Background: an optimization exercise with open tools, aiming at small area, a short achievable clock period and few clock cycles per item. Do not read the settings as production practice. RTL that was checked went through simulation tests only; none was proved equivalent to the original.

==> job 8884 <==
Design fft_mask_mult_pipe, start of the top module:
module fft_mask_mult_pipe (
    input  logic               clk_i,
    input  logic               rst_i,
    input  logic               clr_i,
    input  logic               in_valid_i,
    output logic               in_ready_o,
    input  logic signed [15:0] in_re_i,
    input  logic signed [15:0] in_im_i,
    input  logic signed [15:0] mask_i,
    input  logic               in_last_i,
    output logic               out_valid_o,
    input  logic               out_ready_i,
    output logic signed [15:0] out_re_o,
    output logic signed [15:0] out_im_o,
    output logic [8:0]         out_bin_o,
    output logic               out_last_o,
    output logic               sat_o,
    output logic               frame_err_o
);
    logic        en, accept, last_v;
    logic [8:0]  cnt_q, cnt_d, cnt_inc;
    logic        ferr_q, ferr_d, sat_q, sat_d;
    assign en         = !last_v || out_ready_i;
    assign in_ready_o = en;
    assign accept     = in_valid_i && en;
    assign cnt_inc = cnt_q[8] ? 9'd0 : cnt_q + 9'd1;
    always_comb begin
        cnt_d  = cnt_q;
  ...
==> module fft_mask_mult_pipe, before the edit <==
module fft_mask_mult_pipe (
    input  logic               clk_i,
    input  logic               rst_i,
    input  logic               clr_i,
    input  logic               in_valid_i,
    output logic               in_ready_o,
    input  logic signed [15:0] in_re_i,
    input  logic signed [15:0] in_im_i,
    input  logic signed [15:0] mask_i,
    input  logic               in_last_i,
    output logic               out_valid_o,
    input  logic               out_ready_i,
    output logic signed [15:0] out_re_o,
    output logic signed [15:0] out_im_o,
    output logic [8:0]         out_bin_o,
    output logic               out_last_o,
    output logic               sat_o,
    output logic               frame_err_o
);
    logic        en, accept, last_v;
    logic [8:0]  cnt_q, cnt_d, cnt_inc;
    logic        ferr_q, ferr_d, sat_q, sat_d;
    assign en         = !last_v || out_ready_i;
    assign in_ready_o = en;
    assign accept     = in_valid_i && en;
    assign cnt_inc = cnt_q[8] ? 9'd0 : cnt_q + 9'd1;
    always_comb begin
        cnt_d  = cnt_q;
        ferr_d = ferr_q;
        if (accept) begin
            if (clr_i) begin
                cnt_d = 9'd1;
            end else if (in_last_i && !cnt_q[8]) begin
                ferr_d = 1'b1;
                cnt_d  = 9'd0;
            end else begin
                if (!in_last_i && cnt_q[8]) ferr_d = 1'b1;
                cnt_d = cnt_inc;
            end
        end else if (clr_i) begin
            cnt_d = 9'd0;
        end
        if (clr_i) ferr_d = 1'b0;
    end
    logic        fi_m, fi_re, fi_im;
    assign fi_m  = (mask_i == 16'h8000);
    assign fi_re = fi_m && (in_re_i == 16'h8000);
    assign fi_im = fi_m && (in_im_i == 16'h8000);
    logic [7:0] i_one, i_two, i_neg;
    logic [16:0] i_mext;
    assign i_mext = {mask_i, 1'b0};
    always_comb begin
        for (int i = 0; i < 8; i++) begin
            i_one[i] = i_mext[2*i+1] ^ i_mext[2*i];
            i_two[i] = (i_mext[2*i+2] & ~i_mext[2*i+1] & ~i_mext[2*i]) |
                        (~i_mext[2*i+2] & i_mext[2*i+1] & i_mext[2*i]);
            i_neg[i] = i_mext[2*i+2];
        end
    end
    logic        a_v_q, a_z_q, a_ovf_q;
    logic [15:0] a_re_q, a_im_q;
    logic [7:0]  a_one_q, a_two_q, a_neg_q;
    always_ff @(posedge clk_i) begin
        if (en) begin
            a_re_q  <= {in_re_i[15:1], in_re_i[0] | fi_re};
            a_im_q  <= {in_im_i[15:1], in_im_i[0] | fi_im};
            a_ovf_q <= fi_re || fi_im;
            a_z_q   <= clr_i || (cnt_q == 9'd0);
            a_one_q <= i_one;
            a_two_q <= i_two;
            a_neg_q <= i_neg;
        end
    end
    logic [7:0] t_one, t_two, t_neg;
    assign t_one = a_one_q;
    assign t_two = a_two_q;
    assign t_neg = a_neg_q;
    logic [21:0] re_ha, re_hb, re_hc, im_ha, im_hb, im_hc;
    logic [0:0] re_lc, im_lc;
    assign re_hc = '0;
    assign im_hc = '0;
    fft_mm_tree u_re (.x(a_re_q), .one(t_one), .two(t_two), .neg(t_neg),
                      .hi_a(re_ha), .hi_b(re_hb), .lo_c(re_lc));
    fft_mm_tree u_im (.x(a_im_q), .one(t_one), .two(t_two), .neg(t_neg),
                      .hi_a(im_ha), .hi_b(im_hb), .lo_c(im_lc));
    logic [21:0] b_re_a, b_re_b, b_re_x, b_im_a, b_im_b, b_im_x;
    logic [0:0] b_re_c, b_im_c;
    logic        b_v_q, b_z_q, b_ovf_q;
    always_ff @(posedge clk_i) begin
        if (en) begin
            b_re_a  <= re_ha;
            b_re_b  <= re_hb;
            b_re_x  <= re_hc;
            b_re_c  <= re_lc;
            b_im_a  <= im_ha;
            b_im_b  <= im_hb;
            b_im_x  <= im_hc;
            b_im_c  <= im_lc;
            b_ovf_q <= a_ovf_q;
            b_z_q   <= a_z_q;
        end
    end
    logic [21:0] s_re, s_im;
    logic [15:0] r_re, r_im;
    assign s_re = b_re_a + b_re_b + b_re_x + {21'd0, b_re_c};
    assign s_im = b_im_a + b_im_b + b_im_x + {21'd0, b_im_c};
    assign r_re = s_re[21:6];
    assign r_im = s_im[21:6];
    logic [15:0] o_re_q, o_im_q;
    logic [8:0]  o_bin_q;
    logic        o_v_q;
    always_ff @(posedge clk_i) begin
        if (en) begin
            o_re_q <= r_re;
            o_im_q <= r_im;
        end
        if (en && b_v_q) begin
            o_bin_q <= b_z_q ? 9'd0 : (o_bin_q[8] ? 9'd0 : o_bin_q + 9'd1);
        end
    end
    assign last_v      = o_v_q;
    assign out_re_o    = o_re_q;
    assign out_im_o    = o_im_q;
    assign out_bin_o   = o_bin_q;
    assign out_last_o  = o_bin_q[8];
    always_comb begin
        sat_d = sat_q;
        if (en && b_v_q && b_ovf_q) sat_d = 1'b1;
        if (clr_i) sat_d = 1'b0;
    end
    always_ff @(posedge clk_i or posedge rst_i) begin
        if (rst_i) begin
            a_v_q <= 1'b0;
            b_v_q <= 1'b0;
            o_v_q <= 1'b0;
            cnt_q  <= 9'd0;
            ferr_q <= 1'b0;
            sat_q  <= 1'b0;
        end else begin
            if (en) begin
                a_v_q <= in_valid_i;
                b_v_q <= a_v_q;
                o_v_q <= b_v_q;
            end
            cnt_q  <= cnt_d;
            ferr_q <= ferr_d;
            sat_q  <= sat_d;
        end
    end
    assign out_valid_o = last_v;
    assign sat_o       = sat_q;
    assign frame_err_o = ferr_q;
endmodule
clock: 7.0 ns
lec_check: 0
abc_area: 1
cap_margin: 20
core_margin: 2
core_utilization: 40
setup_slack_margin: 3.2
slew_margin: 20
tns_end_percent: 20
standard.sh (not shown) runs the stock make flow with config.mk's settings and CLKGATE_MAP_FILE= SYNTH_SCRIPT=/design/flow/synth_recipe.tcl, a recipe that flattens the netlist after the stock synthesis.
==> flow/flow/run.sh <==
#!/bin/bash
# Own layout flow: the standard flow, with two changes.
#  1. After the standard synthesis, flow/fixpol.py re-chooses the polarity of
#     full-adder and xor cells so fewer inverters sit between them (the
#     netlist's function, registers and ports are unchanged).
#  2. Ports are buffered with buf_2 cells (BUFFER_PORTS_ARGS) instead of the
#     default pick.
# Each tool's full output goes to a log file in this folder.
set -euo pipefail
R=orfs/results/sky130hd/fft_mask_mult_pipe/base
export BUFFER_PORTS_ARGS="-buffer_cell sky130_fd_sc_hd__buf_2"
bash standard.sh synth > synth.log 2>&1
cp $R/1_2_yosys.v 1_2_yosys_standard.v
python3 flow/fixpol.py $R/1_2_yosys.v > fixpol.log 2>&1
rm -f $R/1_synth.odb $R/1_synth.sdc
bash standard.sh synth > synth_odb.log 2>&1
bash standard.sh finish > finish.log 2>&1
Other scripts of this flow, unchanged in this note and not shown: flow/flow/fixpol.py
==> job 9389 (differences from job 8884) <==
--- a/flow/design.v
+++ b/flow/design.v
@@ -736,10 +736,181 @@
     assign lo_sum = {1'b0, ra[8:0]} + {1'b0, rb[8:0]};
     assign lo_c = lo_sum[9:9];
     assign hi_a = ra[30:9];
     assign hi_b = rb[30:9];
 endmodule
+module fft_mm_cpa (
+    input  logic [21:0] a,
+    input  logic [21:0] b,
+    input  logic        ci,
+    output logic [15:0] s
+);
+    logic g1;
+    logic p1;
+    logic g2;
+    logic p2;
+    logic g3;
+    logic p3;
+    logic g4;
+    logic p4;
+    logic g5;
+    logic p5;
+    logic g6;
+    logic p6;
+    logic g7;
+    logic p7;
+    logic g8;
+    logic p8;
+    logic g9;
+    logic p9;
+    logic g10;
+    logic p10;
+    logic g11;
+    logic p11;
+    logic g12;
+    logic p12;
+    logic g13;
+    logic p13;
+    logic g14;
+    logic p14;
+    logic g15;
+    logic p15;
+    logic g16;
+    logic p16;
+    logic g17;
+    logic p17;
+    logic g18;
+    logic p18;
+    logic g19;
+    logic p19;
+    logic g20;
+    logic p20;
+    logic g21;
+    logic p21;
+    logic g22;
+    logic p22;
+    logic g23;
+    logic p23;
+    logic g24;
+    logic p24;
+    logic g25;
+    logic p25;
+    logic g26;
+    logic p26;
+    logic g27;
+    logic p27;
+    logic g28;
+    logic p28;
+    logic g29;
+    logic p29;
+    logic g30;
+    logic p30;
+    logic g31;
+    logic p31;
+    logic g32;
+    logic p32;
+    logic g33;
+    logic p33;
+    logic g34;
+    logic p34;
+    logic g35;
+    logic p35;
+    logic g36;
+    logic p36;
+    logic g37;
+    logic p37;
+    assign g1 = (a[0] & b[0]) | ((a[0] ^ b[0]) & ci);
+    assign p1 = (a[0] ^ b[0]) & 1'b0;
+    assign g2 = (a[2] & b[2]) | ((a[2] ^ b[2]) & (a[1] & b[1]));
+    assign p2 = (a[2] ^ b[2]) & (a[1] ^ b[1]);
+    assign g3 = (a[4] & b[4]) | ((a[4] ^ b[4]) & (a[3] & b[3]));
+    assign p3 = (a[4] ^ b[4]) & (a[3] ^ b[3]);
+    assign g4 = (a[6] & b[6]) | ((a[6] ^ b[6]) & (a[5] & b[5]));
+    assign p4 = (a[6] ^ b[6]) & (a[5] ^ b[5]);
+    assign g5 = (a[8] & b[8]) | ((a[8] ^ b[8]) & (a[7] & b[7]));
+    assign p5 = (a[8] ^ b[8]) & (a[7] ^ b[7]);
+    assign g6 = (a[10] & b[10]) | ((a[10] ^ b[10]) & (a[9] & b[9]));
+    assign p6 = (a[10] ^ b[10]) & (a[9] ^ b[9]);
+    assign g7 = (a[12] & b[12]) | ((a[12] ^ b[12]) & (a[11] & b[11]));
+    assign p7 = (a[12] ^ b[12]) & (a[11] ^ b[11]);
+    assign g8 = (a[14] & b[14]) | ((a[14] ^ b[14]) & (a[13] & b[13]));
+    assign p8 = (a[14] ^ b[14]) & (a[13] ^ b[13]);
+    assign g9 = (a[16] & b[16]) | ((a[16] ^ b[16]) & (a[15] & b[15]));
+    assign p9 = (a[16] ^ b[16]) & (a[15] ^ b[15]);
+    assign g10 = (a[18] & b[18]) | ((a[18] ^ b[18]) & (a[17] & b[17]));
+    assign p10 = (a[18] ^ b[18]) & (a[17] ^ b[17]);
+    assign g11 = (a[20] & b[20]) | ((a[20] ^ b[20]) & (a[19] & b[19]));
+    assign p11 = (a[20] ^ b[20]) & (a[19] ^ b[19]);
+    assign g12 = g2 | (p2 & g1);
+    assign p12 = p2 & p1;
+    assign g13 = g4 | (p4 & g3);
+    assign p13 = p4 & p3;
+    assign g14 = g6 | (p6 & g5);
+    assign p14 = p6 & p5;
+    assign g15 = g8 | (p8 & g7);
+    assign p15 = p8 & p7;
+    assign g16 = g10 | (p10 & g9);
+    assign p16 = p10 & p9;
+    assign g17 = g13 | (p13 & g12);
+    assign p17 = p13 & p12;
+    assign g18 = g15 | (p15 & g14);
+    assign p18 = p15 & p14;
+    assign g19 = g18 | (p18 & g17);
+    assign p19 = p18 & p17;
+    assign g20 = g14 | (p14 & g17);
+    assign p20 = p14 & p17;
+    assign g21 = g16 | (p16 & g19);
+    assign p21 = p16 & p19;
+    assign g22 = g3 | (p3 & g12);
+    assign p22 = p3 & p12;
+    assign g23 = g5 | (p5 & g17);
+    assign p23 = p5 & p17;
+    assign g24 = g7 | (p7 & g20);
+    assign p24 = p7 & p20;
+    assign g25 = g9 | (p9 & g19);
+    assign p25 = p9 & p19;
+    assign g26 = g11 | (p11 & g21);
+    assign p26 = p11 & p21;
+    assign g27 = (a[1] & b[1]) | ((a[1] ^ b[1]) & g1);
+    assign p27 = (a[1] ^ b[1]) & p1;
+    assign g28 = (a[3] & b[3]) | ((a[3] ^ b[3]) & g12);
+    assign p28 = (a[3] ^ b[3]) & p12;
+    assign g29 = (a[5] & b[5]) | ((a[5] ^ b[5]) & g22);
+    assign p29 = (a[5] ^ b[5]) & p22;
+    assign g30 = (a[7] & b[7]) | ((a[7] ^ b[7]) & g17);
+    assign p30 = (a[7] ^ b[7]) & p17;
+    assign g31 = (a[9] & b[9]) | ((a[9] ^ b[9]) & g23);
+    assign p31 = (a[9] ^ b[9]) & p23;
+    assign g32 = (a[11] & b[11]) | ((a[11] ^ b[11]) & g20);
+    assign p32 = (a[11] ^ b[11]) & p20;
+    assign g33 = (a[13] & b[13]) | ((a[13] ^ b[13]) & g24);
+    assign p33 = (a[13] ^ b[13]) & p24;
+    assign g34 = (a[15] & b[15]) | ((a[15] ^ b[15]) & g19);
+    assign p34 = (a[15] ^ b[15]) & p19;
+    assign g35 = (a[17] & b[17]) | ((a[17] ^ b[17]) & g25);
+    assign p35 = (a[17] ^ b[17]) & p25;
+    assign g36 = (a[19] & b[19]) | ((a[19] ^ b[19]) & g21);
+    assign p36 = (a[19] ^ b[19]) & p21;
+    assign g37 = (a[21] & b[21]) | ((a[21] ^ b[21]) & g26);
+    assign p37 = (a[21] ^ b[21]) & p26;
+    assign s[0] = (a[6] ^ b[6]) ^ g29;
+    assign s[1] = (a[7] ^ b[7]) ^ g17;
+    assign s[2] = (a[8] ^ b[8]) ^ g30;
+    assign s[3] = (a[9] ^ b[9]) ^ g23;
+    assign s[4] = (a[10] ^ b[10]) ^ g31;
+    assign s[5] = (a[11] ^ b[11]) ^ g20;
+    assign s[6] = (a[12] ^ b[12]) ^ g32;
+    assign s[7] = (a[13] ^ b[13]) ^ g24;
+    assign s[8] = (a[14] ^ b[14]) ^ g33;
+    assign s[9] = (a[15] ^ b[15]) ^ g19;
+    assign s[10] = (a[16] ^ b[16]) ^ g34;
+    assign s[11] = (a[17] ^ b[17]) ^ g25;
+    assign s[12] = (a[18] ^ b[18]) ^ g35;
+    assign s[13] = (a[19] ^ b[19]) ^ g21;
+    assign s[14] = (a[20] ^ b[20]) ^ g36;
+    assign s[15] = (a[21] ^ b[21]) ^ g26;
+endmodule
 module fft_mask_mult_pipe (
     input  logic               clk_i,
     input  logic               rst_i,
     input  logic               clr_i,
     input  logic               in_valid_i,
@@ -840,14 +1011,12 @@
             b_z_q   <= a_z_q;
         end
     end
     logic [21:0] s_re, s_im;
     logic [15:0] r_re, r_im;
-    assign s_re = b_re_a + b_re_b + b_re_x + {21'd0, b_re_c};
-    assign s_im = b_im_a + b_im_b + b_im_x + {21'd0, b_im_c};
-    assign r_re = s_re[21:6];
-    assign r_im = s_im[21:6];
+    fft_mm_cpa u_cpa_re (.a(b_re_a), .b(b_re_b), .ci(b_re_c[0]), .s(r_re));
+    fft_mm_cpa u_cpa_im (.a(b_im_a), .b(b_im_b), .ci(b_im_c[0]), .s(r_im));
     logic [15:0] o_re_q, o_im_q;
     logic [8:0]  o_bin_q;
     logic        o_v_q;
     always_ff @(posedge clk_i) begin
         if (en) begin
==> flow/flow/run.sh (replaced) <==
#!/bin/bash
# Own layout flow: the standard flow, with two changes.
#  1. After the standard synthesis, flow/fixpol.py re-chooses the polarity of
#     full-adder and xor cells so fewer inverters sit between them (the
#     netlist's function, registers and ports are unchanged).
#  2. Ports are buffered with buf_1 cells (BUFFER_PORTS_ARGS) instead of the
#     default pick.
# Each tool's full output goes to a log file in this folder.
set -euo pipefail
R=orfs/results/sky130hd/fft_mask_mult_pipe/base
export BUFFER_PORTS_ARGS="-buffer_cell sky130_fd_sc_hd__buf_1"
bash standard.sh synth > synth.log 2>&1
cp $R/1_2_yosys.v 1_2_yosys_standard.v
python3 flow/fixpol.py $R/1_2_yosys.v > fixpol.log 2>&1
rm -f $R/1_synth.odb $R/1_synth.sdc
bash standard.sh synth > synth_odb.log 2>&1
bash standard.sh finish > finish.log 2>&1
--- a/flow/config.mk
+++ b/flow/config.mk
@@ -7,8 +7,11 @@
 export LEC_CHECK = 0
 export ABC_AREA = 1
 export CAP_MARGIN = 20
 export CORE_MARGIN = 2
 export CORE_UTILIZATION = 40
-export SETUP_SLACK_MARGIN = 3.2
+export CTS_BUF_LIST = sky130_fd_sc_hd__clkbuf_16 sky130_fd_sc_hd__clkbuf_8
+export CTS_CLUSTER_DIAMETER = 100
+export CTS_CLUSTER_SIZE = 30
+export SETUP_SLACK_MARGIN = 3.5
 export SLEW_MARGIN = 20
 export TNS_END_PERCENT = 20
==> job 3807 (differences from job 8884) <==
--- a/flow/design.v
+++ b/flow/design.v
@@ -3,11 +3,11 @@
     input  logic [7:0]  one,
     input  logic [7:0]  two,
     input  logic [7:0]  neg,
     output logic [21:0] hi_a,
     output logic [21:0] hi_b,
-    output logic [0:0]  lo_c
+    output logic        lo_c
 );
     logic [16:0] xe;
     assign xe = {x[15], x};
     logic pp1;
     logic pp2;
@@ -732,11 +732,11 @@
     logic [30:0] ra, rb;
     logic [9:0] lo_sum;
     assign ra = {pp136, s359, s357, s355, s353, c350, s349, s347, c344, c342, c340, c338, c336, c334, c332, c330, c328, c326, c324, c322, c320, c318, c316, c314, c312, c310, c308, c306, pp3, pp2, neg[0]};
     assign rb = {c360, c358, c356, c354, c352, s351, c348, c346, s345, s343, s341, s339, s337, s335, s333, s331, s329, s327, s325, s323, s321, s319, s317, s315, s313, s311, s309, s307, s305, 1'b0, pp1};
     assign lo_sum = {1'b0, ra[8:0]} + {1'b0, rb[8:0]};
-    assign lo_c = lo_sum[9:9];
+    assign lo_c = lo_sum[9];
     assign hi_a = ra[30:9];
     assign hi_b = rb[30:9];
 endmodule
 module fft_mask_mult_pipe (
     input  logic               clk_i,
@@ -813,39 +813,34 @@
     end
     logic [7:0] t_one, t_two, t_neg;
     assign t_one = a_one_q;
     assign t_two = a_two_q;
     assign t_neg = a_neg_q;
-    logic [21:0] re_ha, re_hb, re_hc, im_ha, im_hb, im_hc;
-    logic [0:0] re_lc, im_lc;
-    assign re_hc = '0;
-    assign im_hc = '0;
+    logic [21:0] re_ha, re_hb, im_ha, im_hb;
+    logic        re_lc, im_lc;
     fft_mm_tree u_re (.x(a_re_q), .one(t_one), .two(t_two), .neg(t_neg),
                       .hi_a(re_ha), .hi_b(re_hb), .lo_c(re_lc));
     fft_mm_tree u_im (.x(a_im_q), .one(t_one), .two(t_two), .neg(t_neg),
                       .hi_a(im_ha), .hi_b(im_hb), .lo_c(im_lc));
-    logic [21:0] b_re_a, b_re_b, b_re_x, b_im_a, b_im_b, b_im_x;
-    logic [0:0] b_re_c, b_im_c;
-    logic        b_v_q, b_z_q, b_ovf_q;
+    logic [21:0] b_re_a, b_re_b, b_im_a, b_im_b;
+    logic        b_re_c, b_im_c, b_v_q, b_z_q, b_ovf_q;
     always_ff @(posedge clk_i) begin
         if (en) begin
             b_re_a  <= re_ha;
             b_re_b  <= re_hb;
-            b_re_x  <= re_hc;
             b_re_c  <= re_lc;
             b_im_a  <= im_ha;
             b_im_b  <= im_hb;
-            b_im_x  <= im_hc;
             b_im_c  <= im_lc;
             b_ovf_q <= a_ovf_q;
             b_z_q   <= a_z_q;
         end
     end
     logic [21:0] s_re, s_im;
     logic [15:0] r_re, r_im;
-    assign s_re = b_re_a + b_re_b + b_re_x + {21'd0, b_re_c};
-    assign s_im = b_im_a + b_im_b + b_im_x + {21'd0, b_im_c};
+    assign s_re = b_re_a + b_re_b + {21'd0, b_re_c};
+    assign s_im = b_im_a + b_im_b + {21'd0, b_im_c};
     assign r_re = s_re[21:6];
     assign r_im = s_im[21:6];
     logic [15:0] o_re_q, o_im_q;
     logic [8:0]  o_bin_q;
     logic        o_v_q;
--- a/flow/config.mk
+++ b/flow/config.mk
@@ -7,8 +7,8 @@
 export LEC_CHECK = 0
 export ABC_AREA = 1
 export CAP_MARGIN = 20
 export CORE_MARGIN = 2
 export CORE_UTILIZATION = 40
-export SETUP_SLACK_MARGIN = 3.2
+export SETUP_SLACK_MARGIN = 3.8
 export SLEW_MARGIN = 20
 export TNS_END_PERCENT = 20
==> results.cfg <==
[clock_tree]
cts_buffers = 26

[global_route]
gr-usage-met2_pct = 33.67

[outcome]
outcome = complete, no violations

[detailed_routing]
wl_met2_mm = 22.78

[critical_path]
r2r-end = b_im_b[7]

[floorplanning]
die_x_um = 219.3
Source of the figures above: job 8884

==> results.cfg <==
[floorplanning]
die_x_um = 214.2

[critical_path]
r2r-end = b_re_b[10]

[outcome]
outcome = complete, no violations

[detailed_routing]
wl_met2_mm = 21.28
Source of the figures above: job 9389

==> results.cfg <==
[outcome]
outcome = complete, no violations

[clock_tree]
cts_buffers = 26

[floorplanning]
die_x_um = 219.3

[global_route]
gr-usage-met2_pct = 35.38

[detailed_routing]
wl_met2_mm = 24.52
Source of the figures above: job 3807

Testbench counts of job 9389, summed over its fixed seeds: cycles 32,920, items 32,896.
Testbench counts of job 3807, summed over its fixed seeds: cycles 32,920, items 32,896.
Only the layout flow was run in job 8884; the RTL was not checked for function there.

what the ideal ports hide:
Ports are ideal in the flow. The routed layouts listed here were re-timed in OpenROAD. Step 1: set_driving_cell puts a clkbuf_16 on clk_i and a buf_2 on each other input, an assumption about the parent block. Step 2 adds t to the input delays and takes it off the output delays; t is the mean of the earliest and latest rising clock arrival at the registers after step 1. Input paths then give back, and output paths get back, about the clock's delay inside the block. Three values: ideal, step 1, step 2; two values: the first two.
run	t (ns)	slack for setup (ns)	hold WS [ns]
job 8884	0.604	3.218 / 3.218 / 3.218	0.428 / 0.428 / 0.428
job 9389	0.553	3.520 / 3.520 / 3.520	0.434 / 0.434 / 0.434
job 3807	0.621	3.560 / 3.560 / 3.560	0.423 / 0.423 / 0.423
After both steps setup and hold are still met in every run listed.
